This is an optimization exercise on Yosys and OpenROAD, whose aim is small area, not a production implementation.
Function was checked by simulation only, so behaviour that the tests miss may differ from the original.
Power figures rest on the tool's default switching activity, not on a simulated workload.

==> inputs of run a <==
==> flow/design.v <==
package pulse_pkg;
   typedef struct packed {
      logic [31:0] period;
      logic [31:0] sync_up;
      logic [31:0] p1width;
      logic [31:0] p2start;
      logic [31:0] att_down;
      logic [31:0] delay;
      logic [31:0] offres_delay;
      logic [6:0]  pp_pump;
      logic [6:0]  pp_probe;
      logic [6:0]  post_att;
      logic        double_pulse;
      logic        pump_on;
   } pulse_timing_t;
   typedef struct packed {
      logic [3:0]  addr;
      logic [31:0] data;
   } host_wr_t;
   typedef struct packed {
      logic        sync_on;
      logic        pulse_on;
      logic [6:0]  att1;
      logic [6:0]  att3;
      logic        record_start;
      logic        frame_start;
   } pulse_out_t;
endpackage
`timescale 1ns/1ps
module timing_loader
(
   input  logic          clk_pll,
   input  logic          resetn,
   input  logic          host_valid,
   input  pulse_pkg::host_wr_t      host_wr,
   output logic          host_ready,
   output logic          commit,
   output pulse_pkg::pulse_timing_t shadow,
   input  logic [2:0]    used
);
   logic        wr_acc;
   logic [31:0] wdata;
   logic [7:0]  fld_en;
   assign host_ready = (used != 3'(4));
   assign wr_acc     = host_valid && host_ready;
   assign commit     = wr_acc && (host_wr.addr == 4'd8);
   assign wdata = resetn ? 32'd0 : host_wr.data;
   always_comb begin
      for (int k = 0; k < 8; k++)
         fld_en[k] = resetn || (wr_acc && (host_wr.addr == 4'(k)));
   end
   always_ff @(posedge clk_pll) begin
      if (fld_en[4'd0])   shadow.period       <= wdata;
      if (fld_en[4'd1])  shadow.sync_up      <= wdata;
      if (fld_en[4'd2])  shadow.p1width      <= wdata;
      if (fld_en[4'd3])  shadow.p2start      <= wdata;
      if (fld_en[4'd4]) shadow.att_down     <= wdata;
      if (fld_en[4'd5])    shadow.delay        <= wdata;
      if (fld_en[4'd6])   shadow.offres_delay <= wdata;
      if (fld_en[4'd7]) begin
         shadow.pp_pump      <= wdata[0 +: 7];
         shadow.pp_probe     <= wdata[7 +: 7];
         shadow.post_att     <= wdata[14 +: 7];
         shadow.double_pulse <= wdata[21];
         shadow.pump_on      <= wdata[22];
      end
   end
endmodule
`timescale 1ns/1ps
module timing_fifo #(
   parameter int  WIDTH     = 1
) (
   input  logic     clk_pll,
   input  logic     resetn,
   input  logic     commit,
   input  logic [WIDTH-1:0] wdata,
   input  logic     wdata_pz,
   output logic     avail_next,
   output logic [WIDTH-1:0] mem0,
   output logic [WIDTH-1:0] mem1,
   output logic [WIDTH-1:0] mem2,
   output logic [WIDTH-1:0] mem3,
   output logic [3:0] rd_oh,
   output logic [3:0] rd_oh_next,
   output logic     head_pz,
   input  logic     pop,
   output logic [2:0] used
);
   logic [WIDTH-1:0] mem [4];
   logic [1:0] wr_ptr;
   logic [2:0] count;
   logic [2:0] count_next;
   logic [3:0] pz;
   logic       push;
   logic       credit_return;
   assign count_next = resetn ? 3'd0 : count + 3'(push) - 3'(pop);
   assign avail_next = (count_next != 3'd0);
   assign rd_oh_next = resetn ? 4'b0001 : pop ? {rd_oh[2:0], rd_oh[3]} : rd_oh;
   assign head_pz    = |(pz & rd_oh);
   assign mem0  = mem[0];
   assign mem1  = mem[1];
   assign mem2  = mem[2];
   assign mem3  = mem[3];
   assign used  = count + 3'(push) + 3'(credit_return);
   always_ff @(posedge clk_pll) begin
      if (commit) begin
         mem[wr_ptr] <= wdata;
         pz[wr_ptr]  <= wdata_pz;
      end
   end
   always_ff @(posedge clk_pll) begin
      rd_oh <= rd_oh_next;
      count <= count_next;
      if (resetn) begin
         wr_ptr        <= '0;
         push          <= 1'b0;
         credit_return <= 1'b0;
      end else begin
         if (commit) wr_ptr <= wr_ptr + 2'd1;
         push          <= commit;
         credit_return <= pop;
      end
   end
endmodule
`timescale 1ns/1ps
module pulse_sequencer
(
   input  logic          clk_pll,
   input  logic          resetn,
   input  logic          avail_next,
   input  logic [3:0]    rd_oh_next,
   input  logic          head_pz,
   input  pulse_pkg::pulse_timing_t mem0,
   input  pulse_pkg::pulse_timing_t mem1,
   input  pulse_pkg::pulse_timing_t mem2,
   input  pulse_pkg::pulse_timing_t mem3,
   output logic          pop,
   input  logic          pump,
   output pulse_pkg::pulse_out_t    pulse
);
   function automatic logic eq_sum(input logic [31:0] x, input logic [31:0] a,
                                   input logic [31:0] b);
      logic [31:0] t;
      logic ok;
      t  = a ^ b ^ x;
      ok = !t[0];
      for (int i = 1; i < 32; i++)
         ok = ok & (t[i] == ((a[i-1] & b[i-1]) | (t[i-1] & (a[i-1] ^ b[i-1]))));
      eq_sum = ok;
   endfunction
   localparam logic [31:0] A3_OFS = 32'd0 - 32'(30);
   pulse_pkg::pulse_timing_t cur;
   logic          armed;
   logic [31:0]   counter;
   logic          at_zero;
   logic          restart;
   logic          armed_next;
   logic          fe_next, fe_q;
   logic          pop_next;
   logic [31:0]   counter_inc;
   logic [3:0]    take;
   logic          hold;
   logic          offres_win;
   logic          lt_su, lt_p1, lt_p2, lt_ad, lt_a3, lt_oe, ge_rb, gt_od;
   logic          lt_su_q, lt_p1_q, lt_p2_q, lt_ad_q, lt_a3_q, lt_oe_q, ge_rb_q;
   logic          gt_od_q, eq_od_q;
   logic          le_p1, gt_ad;
   pulse_pkg::pulse_out_t    pulse_nxt;
   assign restart     = !armed || fe_q;
   assign counter_inc = counter + 32'd1;
   assign armed_next  = !resetn && (armed || pop);
   assign fe_next     = armed_next && (restart ? (pop ? head_pz : (cur.period == 32'd0))
                                               : (counter_inc == cur.period));
   assign pop_next    = avail_next && (!armed_next || fe_next);
   assign lt_su = (at_zero || lt_su_q) && (counter != cur.sync_up);
   assign lt_p1 = (at_zero || lt_p1_q) && (counter != cur.p1width);
   assign lt_p2 = (at_zero || lt_p2_q) && (counter != cur.p2start);
   assign lt_ad = (at_zero || lt_ad_q) && (counter != cur.att_down);
   assign lt_a3 = (at_zero || lt_a3_q) && !eq_sum(counter, cur.sync_up, A3_OFS);
   assign lt_oe = (at_zero || lt_oe_q) && !eq_sum(counter, cur.offres_delay, cur.p1width);
   assign ge_rb = (!at_zero && ge_rb_q) || eq_sum(counter, cur.sync_up, cur.delay);
   assign gt_od = !at_zero && (gt_od_q || eq_od_q);
   assign le_p1 = (at_zero || lt_p1_q) && !(&cur.p1width);
   assign gt_ad = !at_zero && !lt_ad_q;
   assign offres_win = cur.double_pulse && gt_od && lt_oe;
   always_comb begin
      pulse_nxt = '0;
      if (armed) begin
         pulse_nxt.sync_on = lt_su;
         if (lt_p1)      pulse_nxt.pulse_on = pump;
         else if (lt_p2) pulse_nxt.pulse_on = 1'b0;
         else if (lt_su) pulse_nxt.pulse_on = 1'b1;
         else            pulse_nxt.pulse_on = offres_win && !cur.pump_on;
         pulse_nxt.att1 = (le_p1 || gt_ad) ? cur.pp_pump : cur.pp_probe;
         pulse_nxt.att3 = (lt_a3 || gt_ad) ? cur.post_att : 7'd0;
         pulse_nxt.record_start = ge_rb && lt_ad;
         pulse_nxt.frame_start  = at_zero;
      end
   end
   always_ff @(posedge clk_pll) begin
      lt_su_q <= lt_su;
      lt_p1_q <= lt_p1;
      lt_p2_q <= lt_p2;
      lt_ad_q <= lt_ad;
      lt_a3_q <= lt_a3;
      lt_oe_q <= lt_oe;
      ge_rb_q <= ge_rb;
      gt_od_q <= gt_od;
      eq_od_q <= (counter == cur.offres_delay);
   end
   always_ff @(posedge clk_pll) begin
      if (resetn) begin
         armed   <= 1'b0;
         counter <= '0;
         at_zero <= 1'b1;
         pulse   <= '0;
      end else begin
         pulse <= pulse_nxt;
         if (pop) armed <= 1'b1;
         at_zero <= restart;
         if (restart) counter <= '0;
         else         counter <= counter_inc;
      end
   end
   always_ff @(posedge clk_pll) begin
      fe_q <= fe_next;
      pop  <= pop_next;
      take <= rd_oh_next & {4{pop_next}};
      hold <= !pop_next;
   end
   always_ff @(posedge clk_pll) begin
      cur <= (mem0 & {$bits(cur){take[0]}}) | (mem1 & {$bits(cur){take[1]}}) |
             (mem2 & {$bits(cur){take[2]}}) | (mem3 & {$bits(cur){take[3]}}) |
             (cur  & {$bits(cur){hold}});
   end
endmodule
`timescale 1ns/1ps
module pulse_timing_top
(
   input  logic       clk_pll,
   input  logic       resetn,
   input  logic       host_valid,
   input  logic [35:0] host_wr,
   output logic       host_ready,
   input  logic       pump,
   output logic [17:0] pulse
);
   logic          commit;
   pulse_pkg::pulse_timing_t shadow;
   logic [2:0]    used;
   logic          avail_next;
   logic          head_pz;
   logic [3:0]    rd_oh_next;
   pulse_pkg::pulse_timing_t mem0, mem1, mem2, mem3;
   logic [3:0]    rd_oh;
   logic          pop;
   timing_loader i_loader (
      .clk_pll    (clk_pll),
      .resetn     (resetn),
      .host_valid (host_valid),
      .host_wr    (host_wr),
      .host_ready (host_ready),
      .commit     (commit),
      .shadow     (shadow),
      .used       (used)
   );
   timing_fifo #(
      .WIDTH ($bits(shadow))
   ) i_fifo (
      .clk_pll (clk_pll),
      .resetn  (resetn),
      .commit  (commit),
      .wdata   (shadow),
      .wdata_pz (shadow.period == 32'd0),
      .avail_next (avail_next),
      .mem0    (mem0),
      .mem1    (mem1),
      .mem2    (mem2),
      .mem3    (mem3),
      .rd_oh   (rd_oh),
      .rd_oh_next (rd_oh_next),
      .head_pz (head_pz),
      .pop     (pop),
      .used    (used)
   );
   pulse_sequencer i_seq (
      .clk_pll (clk_pll),
      .resetn  (resetn),
      .avail_next (avail_next),
      .rd_oh_next (rd_oh_next),
      .head_pz (head_pz),
      .mem0    (mem0),
      .mem1    (mem1),
      .mem2    (mem2),
      .mem3    (mem3),
      .pop     (pop),
      .pump    (pump),
      .pulse   (pulse)
   );
endmodule
==> flow/run.sh <==
#!/bin/bash
# synth_recipe.tcl (not shown) runs the flow's synth.tcl, then flattens the netlist and writes it again
# the make line also repeats each setting of config.mk as NAME=value (left out here)
make -C /OpenROAD-flow-scripts/flow DESIGN_CONFIG=/design/flow/config.mk WORK_HOME=/design/flow/orfs CLKGATE_MAP_FILE= SYNTH_SCRIPT=/design/flow/synth_recipe.tcl finish
==> flow/config.mk <==
export PLATFORM = sky130hd
export DESIGN_NAME = pulse_timing_top
export DESIGN_NICKNAME = pulse_timing_top
export VERILOG_FILES = /design/flow/design.v
export SDC_FILE = /design/flow/constraint.sdc
export NUM_CORES = 4
export LEC_CHECK = 0
export CAP_MARGIN = 20
export CORE_MARGIN = 2
export CORE_UTILIZATION = 40
export CTS_CLUSTER_DIAMETER = 100
export CTS_CLUSTER_SIZE = 30
export SLEW_MARGIN = 20
==> flow/constraint.sdc <==
create_clock -name core_clock -period 6.0 [get_ports {clk_pll}]
set_input_delay 1.2000 -clock core_clock [delete_from_list [all_inputs] [get_ports {clk_pll}]]
set_output_delay 1.2000 -clock core_clock [all_outputs]
set_load 0.01 [all_outputs]
==> run b (differences from run a) <==
==> flow/design.v, changed modules only <==
module timing_fifo #(
   parameter int  WIDTH     = 1
) (
   input  logic     clk_pll,
   input  logic     resetn,
   input  logic     commit,
   input  logic [WIDTH-1:0] wdata,
   output logic     avail,
   output logic [WIDTH-1:0] mem0,
   output logic [WIDTH-1:0] mem1,
   output logic [WIDTH-1:0] mem2,
   output logic [WIDTH-1:0] mem3,
   output logic [3:0] rd_oh,
   input  logic     pop,
   output logic [2:0] used
);
   logic [WIDTH-1:0] mem [4];
   logic [1:0] wr_ptr;
   logic [2:0] count;
   logic       push;
   logic       credit_return;
   assign avail = (count != 3'd0);
   assign mem0  = mem[0];
   assign mem1  = mem[1];
   assign mem2  = mem[2];
   assign mem3  = mem[3];
   assign used  = count + 3'(push) + 3'(credit_return);
   always_ff @(posedge clk_pll) begin
      if (commit) mem[wr_ptr] <= wdata;
   end
   always_ff @(posedge clk_pll) begin
      if (resetn) begin
         wr_ptr        <= '0;
         rd_oh         <= 4'b0001;
         count         <= '0;
         push          <= 1'b0;
         credit_return <= 1'b0;
      end else begin
         if (commit) wr_ptr <= wr_ptr + 2'd1;
         if (pop)    rd_oh  <= {rd_oh[2:0], rd_oh[3]};
         count         <= count + 3'(push) - 3'(pop);
         push          <= commit;
         credit_return <= pop;
      end
   end
endmodule
module pulse_sequencer
(
   input  logic          clk_pll,
   input  logic          resetn,
   input  logic          avail,
   input  logic [3:0]    rd_oh,
   input  pulse_pkg::pulse_timing_t mem0,
   input  pulse_pkg::pulse_timing_t mem1,
   input  pulse_pkg::pulse_timing_t mem2,
   input  pulse_pkg::pulse_timing_t mem3,
   output logic          pop,
   input  logic          pump,
   output pulse_pkg::pulse_out_t    pulse
);
   function automatic logic lt32(input logic [31:0] a, input logic [31:0] b,
                                 input logic le);
      logic l;
      l = le;
      for (int i = 0; i < 32; i++)
         l = (~a[i] & b[i]) | (~a[i] & l) | (b[i] & l);
      lt32 = l;
   endfunction
   function automatic logic eq_sum(input logic [31:0] x, input logic [31:0] a,
                                   input logic [31:0] b);
      logic [31:0] t;
      logic ok;
      t  = a ^ b ^ x;
      ok = !t[0];
      for (int i = 1; i < 32; i++)
         ok = ok & (t[i] == ((a[i-1] & b[i-1]) | (t[i-1] & (a[i-1] ^ b[i-1]))));
      eq_sum = ok;
   endfunction
   function automatic logic carry32(input logic [31:0] a, input logic [31:0] b);
      logic k;
      k = 1'b0;
      for (int i = 0; i < 32; i++)
         k = (a[i] & b[i]) | (a[i] & k) | (b[i] & k);
      carry32 = k;
   endfunction
   localparam logic [31:0] A3_OFS = 32'd0 - 32'(30);
   pulse_pkg::pulse_timing_t cur;
   logic          armed;
   logic [31:0]   counter;
   logic          at_zero;
   logic          frame_end;
   logic          restart;
   logic          offres_win;
   logic          lt_p1_q, lt_ad_q, lt_a3_q, ge_rb_q, gt_od_q, win_q;
   logic          lt_p1, le_p1, lt_p2, lt_su, gt_ad, lt_ad, lt_a3, gt_od, ge_rb;
   logic          win_open;
   pulse_pkg::pulse_out_t    pulse_nxt;
   assign frame_end = armed && (counter == cur.period);
   assign restart   = !armed || frame_end;
   assign pop       = avail && restart;
   assign lt_su = lt32(counter, cur.sync_up, 1'b0);
   assign lt_p1 = lt32(counter, cur.p1width, 1'b0);
   assign le_p1 = (at_zero || lt_p1_q) && !(&cur.p1width);
   assign lt_p2 = lt32(counter, cur.p2start, 1'b0);
   assign gt_ad = !at_zero && !lt_ad_q;
   assign lt_ad = lt32(counter, cur.att_down, 1'b0);
   assign gt_od = lt32(cur.offres_delay, counter, 1'b0);
   assign lt_a3 = at_zero ? (cur.sync_up != 32'(30))
                          : (lt_a3_q && !eq_sum(counter, cur.sync_up, A3_OFS));
   assign ge_rb = at_zero ? eq_sum(32'd0, cur.sync_up, cur.delay)
                          : (ge_rb_q || eq_sum(counter, cur.sync_up, cur.delay));
   assign win_open = cur.double_pulse && (cur.p1width[31:1] != '0) &&
                     !carry32(cur.offres_delay, cur.p1width);
   assign offres_win = gt_od && (gt_od_q ? (win_q && !eq_sum(counter, cur.offres_delay, cur.p1width))
                                         : win_open);
   always_comb begin
      pulse_nxt = '0;
      if (armed) begin
         pulse_nxt.sync_on = lt_su;
         if (lt_p1)      pulse_nxt.pulse_on = pump;
         else if (lt_p2) pulse_nxt.pulse_on = 1'b0;
         else if (lt_su) pulse_nxt.pulse_on = 1'b1;
         else            pulse_nxt.pulse_on = offres_win && !cur.pump_on;
         pulse_nxt.att1 = (le_p1 || gt_ad) ? cur.pp_pump : cur.pp_probe;
         pulse_nxt.att3 = (lt_a3 || gt_ad) ? cur.post_att : 7'd0;
         pulse_nxt.record_start = ge_rb && lt_ad;
         pulse_nxt.frame_start  = at_zero;
      end
   end
   always_ff @(posedge clk_pll) begin
      if (resetn) begin
         armed   <= 1'b0;
         counter <= '0;
         at_zero <= 1'b1;
         lt_p1_q <= 1'b0;
         lt_ad_q <= 1'b0;
         lt_a3_q <= 1'b0;
         ge_rb_q <= 1'b0;
         gt_od_q <= 1'b0;
         win_q   <= 1'b0;
         pulse   <= '0;
      end else begin
         pulse <= pulse_nxt;
         lt_p1_q <= lt_p1;
         lt_ad_q <= lt_ad;
         lt_a3_q <= lt_a3;
         ge_rb_q <= ge_rb;
         gt_od_q <= gt_od;
         win_q   <= offres_win;
         if (pop) armed <= 1'b1;
         at_zero <= restart;
         if (restart) counter <= '0;
         else         counter <= counter + 32'd1;
      end
   end
   logic [3:0] take;
   assign take = rd_oh & {4{pop}};
   always_ff @(posedge clk_pll) begin
      cur <= (mem0 & {$bits(cur){take[0]}}) | (mem1 & {$bits(cur){take[1]}}) |
             (mem2 & {$bits(cur){take[2]}}) | (mem3 & {$bits(cur){take[3]}}) |
             (cur  & {$bits(cur){!pop}});
   end
endmodule
module pulse_timing_top
(
   input  logic       clk_pll,
   input  logic       resetn,
   input  logic       host_valid,
   input  logic [35:0] host_wr,
   output logic       host_ready,
   input  logic       pump,
   output logic [17:0] pulse
);
   logic          commit;
   pulse_pkg::pulse_timing_t shadow;
   logic [2:0]    used;
   logic          avail;
   pulse_pkg::pulse_timing_t mem0, mem1, mem2, mem3;
   logic [3:0]    rd_oh;
   logic          pop;
   timing_loader i_loader (
      .clk_pll    (clk_pll),
      .resetn     (resetn),
      .host_valid (host_valid),
      .host_wr    (host_wr),
      .host_ready (host_ready),
      .commit     (commit),
      .shadow     (shadow),
      .used       (used)
   );
   timing_fifo #(
      .WIDTH ($bits(shadow))
   ) i_fifo (
      .clk_pll (clk_pll),
      .resetn  (resetn),
      .commit  (commit),
      .wdata   (shadow),
      .avail   (avail),
      .mem0    (mem0),
      .mem1    (mem1),
      .mem2    (mem2),
      .mem3    (mem3),
      .rd_oh   (rd_oh),
      .pop     (pop),
      .used    (used)
   );
   pulse_sequencer i_seq (
      .clk_pll (clk_pll),
      .resetn  (resetn),
      .avail   (avail),
      .mem0    (mem0),
      .mem1    (mem1),
      .mem2    (mem2),
      .mem3    (mem3),
      .rd_oh   (rd_oh),
      .pop     (pop),
      .pump    (pump),
      .pulse   (pulse)
   );
endmodule
==> impl_metrics.csv <==
group,metric,value,unit
layout,multi_input_area_share,0.200,
logic_synthesis,yosysTopAreaCellShare,0.651,
status,status,"no timing/DRC/antenna violations",
critical_path,worstPathArrival,2.90,ns
layout,instances_no_fill,5358,
clock_tree,cts_buffers,66,
layout,multi_input_area,0.0124,mm²
logic_synthesis,synth_compound_area_frac,0.0847,
critical_path,path_cells,"ha_1, ha_1, ha_1, xnor3_1, or3_1, clkdlybuf4s50_1",
Source of the figures above: run a

==> impl_metrics.csv <==
group,metric,value,unit
critical_path,worstPathArrival,5.05,ns
layout,multi_input_area,0.0152,mm²
logic_synthesis,synth_compound_area_frac,0.121,
layout,multi_input_area_share,0.234,
clock_tree,cts_buffers,61,
critical_path,path_cells,"clkinv_1, a222oi_1, nand4_1, o21bai_1, a221oi_1, nor3_1, maj3_1, maj3_1, a221oi_2, nor4b_1",
status,status,"no timing/DRC/antenna violations",
power_and_ir_drop,pwr-share-comb,0.296,
logic_synthesis,yosysTopAreaCellShare,0.620,
Source of the figures above: run b

[afterwards: timing with drivers on the ports]
In the flow no input, the clock included, has a driving cell. The finished layouts below were timed again as built, in two steps. Step 1 sets driving cells, clkbuf_16 on the clock port and buf_2 on the other inputs (assumed; they add their load-dependent delay and slew). Step 2, shift: input delay + t, output delay - t, t = (earliest + latest rising clock arrival at the registers) / 2. This alone moves slack from input paths to output paths. Three values: ideal ports, drivers, drivers and shift; two values: the first two.
| run | shift t [ns] | setup slack, ns | worst slew at a driven data input, ns |
|---|---|---|---|
| run a | 0.752 | 1.905 / 1.831 / 1.701 | 0.06 |
| run b | 0.807 | 1.552 / 1.552 / 1.552 | 0.09 |
After both steps every run listed still meets setup and hold. The setup slack of run a, which loses most, moves by -0.074 ns with the drivers and by -0.204 ns with both steps.
